Source: an optimization exercise on an open RTL-to-GDS flow (aim: small area). Production flows keep margins and buffers that such runs may drop.
In this exercise RTL edits were held to simulation tests only and were not proved equivalent to the original.
No activity file was given, so power comes from the tool's default toggle rates.

==> flow/design.v <==
package qoiPkg;
	typedef struct packed {
		logic [7:0] r;
		logic [7:0] g;
		logic [7:0] b;
		logic [7:0] a;
	} pixelT;
	typedef struct packed {
		pixelT pixel;
		logic last;
	} pixelBeatT;
	typedef enum logic [2:0] {
		CHUNK_NONE,
		CHUNK_INDEX,
		CHUNK_DIFF,
		CHUNK_LUMA,
		CHUNK_RGB,
		CHUNK_RGBA
	} chunkKindT;
	typedef struct packed {
		logic [5:0] runLength;
		chunkKindT kind;
		pixelT pixel;
		logic [5:0] index;
		logic [5:0] deltaR;
		logic [5:0] deltaG;
		logic [5:0] deltaB;
		logic last;
	} chunkT;
endpackage
`timescale 1ns/1ns
module qoiEncoderTop (
	input logic clk,
	input logic reset,
	input logic pixelValid,
	input qoiPkg::pixelT pixelData,
	input logic pixelLast,
	output logic pixelReady,
	output logic byteValid,
	output logic [7:0] byteData,
	output logic byteLast,
	input logic byteReady
);
	localparam int W = 26;
	localparam int N = 64;
	typedef enum logic [3:0] {
		S_WAIT,    
		S_PASS,
		S_DEC,     
		S_RUN,
		S_LOOK,
		S_BYTES,
		S_ACC,
		S_END,
		S_CLRW,
		S_CLEAR,
		S_BLD      
	} stateT;
	stateT state;
	logic [5:0] slot;
	logic [N*W-1:0] ringD;
	logic [5:0] nextEmpty;
	logic [5:0] lastEmpty;
	logic anyEmpty;
	logic fixPending;
	logic [31:0] prev;
	logic first;
	logic pass2;
	logic passLoad;
	logic borrow;
	logic [5:0] hash;
	logic [1:0] lumaHi;
	logic notSame;
	logic alphaDiffers;
	logic diffOut;
	logic lumaOut;
	logic [5:0] run;
	logic [4:0] t;
	logic [2:0] k;
	logic [1:0] ch;
	logic passing;
	logic x, y, d, bwNext, bwIn;
	logic insBit;
	logic [5:0] weight;
	logic [W-1:0] headD;
	logic headEmpty;
	logic fixNow;
	logic [5:0] slotNext;
	logic hit, atSlot, wr, clr;
	logic rep, alphaSame;
	logic [5:0] runNext;
	logic [2:0] pos;
	logic advance;
	logic [2:0] nBytes;
	logic [7:0] opByte;
	assign t = slot[4:0];
	assign k = t[2:0];
	assign ch = t[4:3];
	assign passing = (state == S_PASS);
	always_comb begin
		if (pass2) begin
			x = prev[0];
			y = t[4] ? prev[24] : prev[8];
		end else begin
			x = pixelData[t];
			y = first ? (ch == 2'd0) : prev[0];
		end
	end
	assign bwIn = (k != 3'd0) && borrow;
	assign d = x ^ y ^ bwIn;
	assign bwNext = (!x && y) || (!(x ^ y) && bwIn);
	always_comb begin
		if (!passing)
			insBit = prev[0];
		else if (passLoad)
			insBit = pixelData[t];
		else if (pass2 && !ch[0])
			insBit = prev[0];
		else
			insBit = d;
	end
	always_comb begin
		case (ch)
			2'd0: weight = 6'd11 << k;
			2'd1: weight = 6'd7 << k;
			2'd2: weight = 6'd5 << k;
			default: weight = 6'd3 << k;
		endcase
		if (k[2:1] == 2'b11)
			weight = 6'd0;
	end
	assign headD = ringD[N*W-1 -: W];
	assign headEmpty = anyEmpty && (slot == nextEmpty);
	assign fixNow = fixPending && (slot == lastEmpty);
	assign slotNext = slot + 6'd1;
	assign atSlot = (slot == hash) && !fixPending;
	assign hit = headEmpty ? (pixelData == 32'd0) : (headD == pixelData[31:6]);
	assign wr = (state == S_LOOK) && atSlot;
	assign clr = (state == S_CLEAR);
	assign rep = !notSame;
	assign alphaSame = !alphaDiffers;
	assign runNext = run + 6'd1;
	assign pos = run[2:0];
	logic isDiff, isRgb;
	logic copyNow;
	logic [1:0] rgbTurn;
	logic [7:0] copyByte;
	assign isDiff = alphaSame && !diffOut;
	assign isRgb = notSame && !isDiff && !(alphaSame && !lumaOut);
	assign rgbTurn = pos[1:0] - 2'd1;
	assign copyNow = isRgb ? (k == 3'd0 && t[4:3] == ~rgbTurn) : (t == 5'd0);
	always_comb begin
		if (isRgb)
			copyByte = prev[7:0];
		else if (isDiff)
			copyByte = {2'b00, ~prev[25], prev[24], ~prev[17], prev[16], ~prev[9], prev[8]};
		else if (pos == 3'd0)
			copyByte = {2'b00, ~prev[21], prev[20:16]};
		else
			copyByte = {~prev[27], prev[26:24], ~prev[11], prev[10:8]};
	end
	always_comb begin
		nBytes = 3'd1;
		opByte = 8'h00;
		if (!notSame) begin
			opByte = {2'b00, hash};
		end else if (alphaSame && !diffOut) begin
			opByte = {2'b01, hash};
		end else if (alphaSame && !lumaOut) begin
			nBytes = 3'd2;
			opByte = (pos == 3'd0) ? {2'b10, hash} : {lumaHi, hash};
		end else begin
			nBytes = alphaSame ? 3'd4 : 3'd5;
			if (pos == 3'd0)
				opByte = alphaSame ? 8'hFE : 8'hFF;
			else
				opByte = {lumaHi, hash};
		end
	end
	assign byteValid = (state == S_RUN) || (state == S_BYTES) || (state == S_END);
	assign byteLast = (state == S_END) && (pos == 3'd7);
	assign advance = byteValid && byteReady;
	always_comb begin
		case (state)
			S_RUN: byteData = {2'b11, run - 6'd1};
			S_END: byteData = {7'd0, byteLast};
			default: byteData = opByte;
		endcase
	end
	assign pixelReady = (state == S_ACC);
	always_ff @(posedge clk) begin
		if (wr)
			ringD <= {ringD[(N-1)*W-1:0], pixelData[31:6]};
		else if (clr)
			ringD <= {ringD[(N-1)*W-1:0], headD[W-1:6], slotNext};
		else if (fixNow)
			ringD <= {ringD[(N-1)*W-1:0], headD[W-1:6], nextEmpty};
		else
			ringD <= {ringD[(N-1)*W-1:0], headD};
	end
	always_ff @(posedge clk) begin
		if (clr) begin
			nextEmpty <= 6'd0;
			lastEmpty <= 6'(N - 1);
			anyEmpty <= 1'b1;
			fixPending <= 1'b0;
		end else if (fixPending) begin
			if (fixNow)
				fixPending <= 1'b0;
		end else if (headEmpty) begin
			nextEmpty <= headD[5:0];
			if (!wr)
				lastEmpty <= slot;
			else if (headD[5:0] == slot)
				anyEmpty <= 1'b0;
			else
				fixPending <= 1'b1;
		end
	end
	always_ff @(posedge clk) begin
		prev <= {insBit, prev[31:1]};
	end
	always_ff @(posedge clk) begin
		borrow <= bwNext;
		if (passing) begin
			if (passLoad) begin
			end else if (!pass2) begin
				hash <= ((t == 5'd0) ? 6'd0 : hash) + (x ? weight : 6'd0);
				notSame <= ((t == 5'd0) ? 1'b0 : notSame) || (x ^ y);
				alphaDiffers <= ((t == 5'd0) ? 1'b0 : alphaDiffers) || ((ch == 2'd0) && (x ^ y));
				diffOut <= ((t == 5'd0) ? 1'b0 : diffOut)
					|| ((ch != 2'd0) && (k >= 3'd2) && (d != prev[31]));
				lumaOut <= ((t == 5'd0) ? 1'b0 : lumaOut)
					|| ((ch == 2'd2) && (k >= 3'd6) && (d != prev[31]));
			end else begin
				lumaOut <= lumaOut || (ch[0] && (k >= 3'd4) && (d != prev[31]));
			end
		end else if (state == S_LOOK && atSlot) begin
			notSame <= !hit;
		end else if (state == S_BLD && copyNow && !(isRgb && !passLoad)) begin
			hash <= copyByte[5:0];
			lumaHi <= copyByte[7:6];
		end
	end
	always_ff @(posedge clk) begin
		if (clr) begin
			first <= 1'b1;
			pass2 <= 1'b0;
			passLoad <= 1'b0;
			run <= 6'd0;
		end else begin
			case (state)
				S_DEC: begin
					if (rep) begin
						run <= runNext;
						passLoad <= 1'b1;
					end
				end
				S_LOOK: begin
					if (atSlot) begin
						if (!hit && alphaSame && diffOut && !lumaOut)
							pass2 <= 1'b1;
					end
				end
				S_BYTES: begin
					if (advance) begin
						run <= (pos == nBytes - 3'd1) ? 6'd0 : runNext;
						if (pos == nBytes - 3'd1) begin
							pass2 <= 1'b0;
							passLoad <= 1'b1;
						end
					end
				end
				S_BLD: begin
					if (isRgb)
						passLoad <= 1'b1;
				end
				S_ACC: begin
					first <= 1'b0;
					passLoad <= 1'b0;
				end
				S_RUN: begin
					if (advance)
						run <= 6'd0;
				end
				S_END: begin
					if (advance)
						run <= runNext;
				end
				default: ;
			endcase
		end
	end
	always_ff @(posedge clk or posedge reset) begin
		if (reset) begin
			state <= S_CLEAR;
			slot <= 6'd0;
		end else begin
			slot <= slot + 6'd1;
			case (state)
				S_WAIT: if (pixelValid && t == 5'd31) state <= S_PASS;
				S_PASS: begin
					if (t == 5'd31)
						state <= passLoad ? (isRgb ? S_BYTES : S_ACC) : (pass2 ? S_BLD : S_DEC);
				end
				S_DEC: begin
					if (rep) begin
						if (runNext == 6'(62) || pixelLast)
							state <= S_RUN;
						else
							state <= S_WAIT;
					end else if (run != 6'd0) begin
						state <= S_RUN;
					end else begin
						state <= S_LOOK;
					end
				end
				S_LOOK: begin
					if (atSlot) begin
						if (hit)
							state <= S_BYTES;
						else if (alphaSame && diffOut && !lumaOut)
							state <= S_WAIT;
						else
							state <= S_BLD;
					end
				end
				S_BYTES: begin
					if (advance) begin
						if (pos == nBytes - 3'd1)
							state <= isRgb ? S_ACC : S_WAIT;
						else
							state <= S_BLD;
					end
				end
				S_BLD: begin
					if (isRgb && !passLoad)
						state <= S_WAIT;
					else if (copyNow)
						state <= S_BYTES;
				end
				S_ACC: state <= pixelLast ? S_END : S_WAIT;
				S_RUN: if (advance) state <= notSame ? S_LOOK : S_WAIT;
				S_END: if (advance && pos == 3'd7) state <= S_CLRW;
				S_CLRW: if (slot == 6'(N - 1)) state <= S_CLEAR;
				S_CLEAR: if (slot == 6'(N - 1)) state <= S_WAIT;
				default: state <= S_CLEAR;
			endcase
		end
	end
endmodule
clock: 11.0 ns
lec_check: 0
cap_margin: 20
core_margin: 2
core_utilization: 50
place_density: 0.65
slew_margin: 20
standard.sh (not shown) runs the stock make flow with config.mk's settings and CLKGATE_MAP_FILE= SYNTH_SCRIPT=/design/flow/synth_recipe.tcl, a recipe that flattens the netlist after the stock synthesis.
==> flow/flow/run.sh <==
#!/bin/bash
# The standard layout (standard.sh) with three changes:
# - synthesis maps logic with an area-oriented abc script (flow/synth_area.tcl);
# - the clock tree is built from clkbuf_8 leaf buffers driving clusters of up to 20
#   flip-flops and clkbuf_4 buffers above them,
#   without dummy loads;
# - the port buffers are buf_1.
# make and every tool it runs log to orfs/logs/; the make output is in flow.log.
set -euo pipefail
here=$(pwd)
export AREA_ABC_SCRIPT=$here/flow/abc_area.script
export FLOW_SYNTH_TCL=$here/synth_recipe.tcl
bash standard.sh \
  "SYNTH_SCRIPT=$here/flow/synth_area.tcl" \
  "CTS_ARGS=-sink_clustering_enable -repair_clock_nets -dont_use_dummy_load -buf_list sky130_fd_sc_hd__clkbuf_4 -sink_clustering_buffer sky130_fd_sc_hd__clkbuf_8 -sink_clustering_size 20 -sink_clustering_max_diameter 60" \
  "BUFFER_PORTS_ARGS=-buffer_cell sky130_fd_sc_hd__buf_1" \
  finish > flow.log 2>&1
==> flow/flow/abc_area.script <==
strash
dc2
dch -f
map -a
strash
dc2
dch -f
map -a
strash
balance
rewrite
refactor
balance
rewrite
rewrite -z
balance
refactor -z
rewrite -z
balance
dch -f
map -a
topo
==> flow/flow/synth_area.tcl <==
# The standard synthesis (synth_recipe.tcl, which sources ORFS's synth.tcl) with one change:
# abc runs an area-oriented script (flow/abc_area.script) in place of ORFS's speed script.
# Every other pass, and so every register and its name, is the standard synthesis's.
proc abc {args} {
  set i [lsearch -exact $args -script]
  if { $i >= 0 } { lset args [expr { $i + 1 }] $::env(AREA_ABC_SCRIPT) }
  yosys abc {*}$args
}
source $::env(FLOW_SYNTH_TCL)
Then changed:
--- a/flow/design.v
+++ b/flow/design.v
@@ -138,24 +138,17 @@
 	assign wr = (state == S_LOOK) && atSlot;
 	assign clr = (state == S_CLEAR);
 	assign rep = !notSame;
 	assign alphaSame = !alphaDiffers;
 	assign runNext = run + 6'd1;
 	assign pos = run[2:0];
-	logic isDiff, isRgb;
-	logic copyNow;
-	logic [1:0] rgbTurn;
+	logic isDiff;
 	logic [7:0] copyByte;
 	assign isDiff = alphaSame && !diffOut;
-	assign isRgb = notSame && !isDiff && !(alphaSame && !lumaOut);
-	assign rgbTurn = pos[1:0] - 2'd1;
-	assign copyNow = isRgb ? (k == 3'd0 && t[4:3] == ~rgbTurn) : (t == 5'd0);
 	always_comb begin
-		if (isRgb)
-			copyByte = prev[7:0];
-		else if (isDiff)
+		if (isDiff)
 			copyByte = {2'b00, ~prev[25], prev[24], ~prev[17], prev[16], ~prev[9], prev[8]};
 		else if (pos == 3'd0)
 			copyByte = {2'b00, ~prev[21], prev[20:16]};
 		else
 			copyByte = {~prev[27], prev[26:24], ~prev[11], prev[10:8]};
 	end
@@ -168,16 +161,19 @@
 			opByte = {2'b01, hash};
 		end else if (alphaSame && !lumaOut) begin
 			nBytes = 3'd2;
 			opByte = (pos == 3'd0) ? {2'b10, hash} : {lumaHi, hash};
 		end else begin
 			nBytes = alphaSame ? 3'd4 : 3'd5;
-			if (pos == 3'd0)
-				opByte = alphaSame ? 8'hFE : 8'hFF;
-			else
-				opByte = {lumaHi, hash};
+			case (pos)
+				3'd0: opByte = alphaSame ? 8'hFE : 8'hFF;
+				3'd1: opByte = pixelData.r;
+				3'd2: opByte = pixelData.g;
+				3'd3: opByte = pixelData.b;
+				default: opByte = pixelData.a;
+			endcase
 		end
 	end
 	assign byteValid = (state == S_RUN) || (state == S_BYTES) || (state == S_END);
 	assign byteLast = (state == S_END) && (pos == 3'd7);
 	assign advance = byteValid && byteReady;
 	always_comb begin
@@ -234,13 +230,13 @@
 					|| ((ch == 2'd2) && (k >= 3'd6) && (d != prev[31]));
 			end else begin
 				lumaOut <= lumaOut || (ch[0] && (k >= 3'd4) && (d != prev[31]));
 			end
 		end else if (state == S_LOOK && atSlot) begin
 			notSame <= !hit;
-		end else if (state == S_BLD && copyNow && !(isRgb && !passLoad)) begin
+		end else if (state == S_BLD && t == 5'd0) begin
 			hash <= copyByte[5:0];
 			lumaHi <= copyByte[7:6];
 		end
 	end
 	always_ff @(posedge clk) begin
 		if (clr) begin
@@ -268,16 +264,12 @@
 						if (pos == nBytes - 3'd1) begin
 							pass2 <= 1'b0;
 							passLoad <= 1'b1;
 						end
 					end
 				end
-				S_BLD: begin
-					if (isRgb)
-						passLoad <= 1'b1;
-				end
 				S_ACC: begin
 					first <= 1'b0;
 					passLoad <= 1'b0;
 				end
 				S_RUN: begin
 					if (advance)
@@ -296,16 +288,13 @@
 			state <= S_CLEAR;
 			slot <= 6'd0;
 		end else begin
 			slot <= slot + 6'd1;
 			case (state)
 				S_WAIT: if (pixelValid && t == 5'd31) state <= S_PASS;
-				S_PASS: begin
-					if (t == 5'd31)
-						state <= passLoad ? (isRgb ? S_BYTES : S_ACC) : (pass2 ? S_BLD : S_DEC);
-				end
+				S_PASS: if (t == 5'd31) state <= passLoad ? S_ACC : (pass2 ? S_BLD : S_DEC);
 				S_DEC: begin
 					if (rep) begin
 						if (runNext == 6'(62) || pixelLast)
 							state <= S_RUN;
 						else
 							state <= S_WAIT;
@@ -314,34 +303,29 @@
 					end else begin
 						state <= S_LOOK;
 					end
 				end
 				S_LOOK: begin
 					if (atSlot) begin
-						if (hit)
-							state <= S_BYTES;
-						else if (alphaSame && diffOut && !lumaOut)
+						if (!hit && alphaSame && diffOut && !lumaOut)
 							state <= S_WAIT;
-						else
+						else if (!hit && isDiff)
 							state <= S_BLD;
+						else
+							state <= S_BYTES;
 					end
 				end
 				S_BYTES: begin
 					if (advance) begin
 						if (pos == nBytes - 3'd1)
-							state <= isRgb ? S_ACC : S_WAIT;
-						else
+							state <= S_WAIT;
+						else if (nBytes == 3'd2)
 							state <= S_BLD;
 					end
 				end
-				S_BLD: begin
-					if (isRgb && !passLoad)
-						state <= S_WAIT;
-					else if (copyNow)
-						state <= S_BYTES;
-				end
+				S_BLD: if (t == 5'd0) state <= S_BYTES;
 				S_ACC: state <= pixelLast ? S_END : S_WAIT;
 				S_RUN: if (advance) state <= notSame ? S_LOOK : S_WAIT;
 				S_END: if (advance && pos == 3'd7) state <= S_CLRW;
 				S_CLRW: if (slot == 6'(N - 1)) state <= S_CLEAR;
 				S_CLEAR: if (slot == 6'(N - 1)) state <= S_WAIT;
 				default: state <= S_CLEAR;
Effect:
- synthesized cell count climbs by 1.2%
- core utilization climbs by 0.18 points
- die area climbs by 0.43%
- final area climbs by 0.49%
- non-clock buffer count does not change
- power is about the same
- sequential share of layout area drops by 0.42 points
- via count climbs by 0.83%
- first-iteration DRC count drops by 29%
- sequential power is about the same
- global-route usage climbs by 1.6 points

[what the ideal ports hide]
Ports are ideal in the flow. The routed layouts listed here were re-timed in OpenROAD.
Step 1, drivers: a clkbuf_16 drives clk and a buf_2 each remaining input, both assumed.
Step 2, shift: input delay + t, output delay - t, t = (earliest + latest rising clock arrival at the registers) / 2. This alone moves slack from input paths to output paths.
a / b / c = ideal ports / drivers / drivers and shift; a / b = the first two.
run | t, ns | setup WS [ns] | worst setup path after step 2 | clock arrival spread, ns | worst slew at a driven data input, ns
the first run | 0.948 | 5.113 / 5.052 / 5.113 | input to register | 0.206 / 0.206 | 0.15
the second run | 0.920 | 4.884 / 4.822 / 5.151 | input to register | 0.155 / 0.154 | 0.17
After both steps every run listed still meets setup and hold.
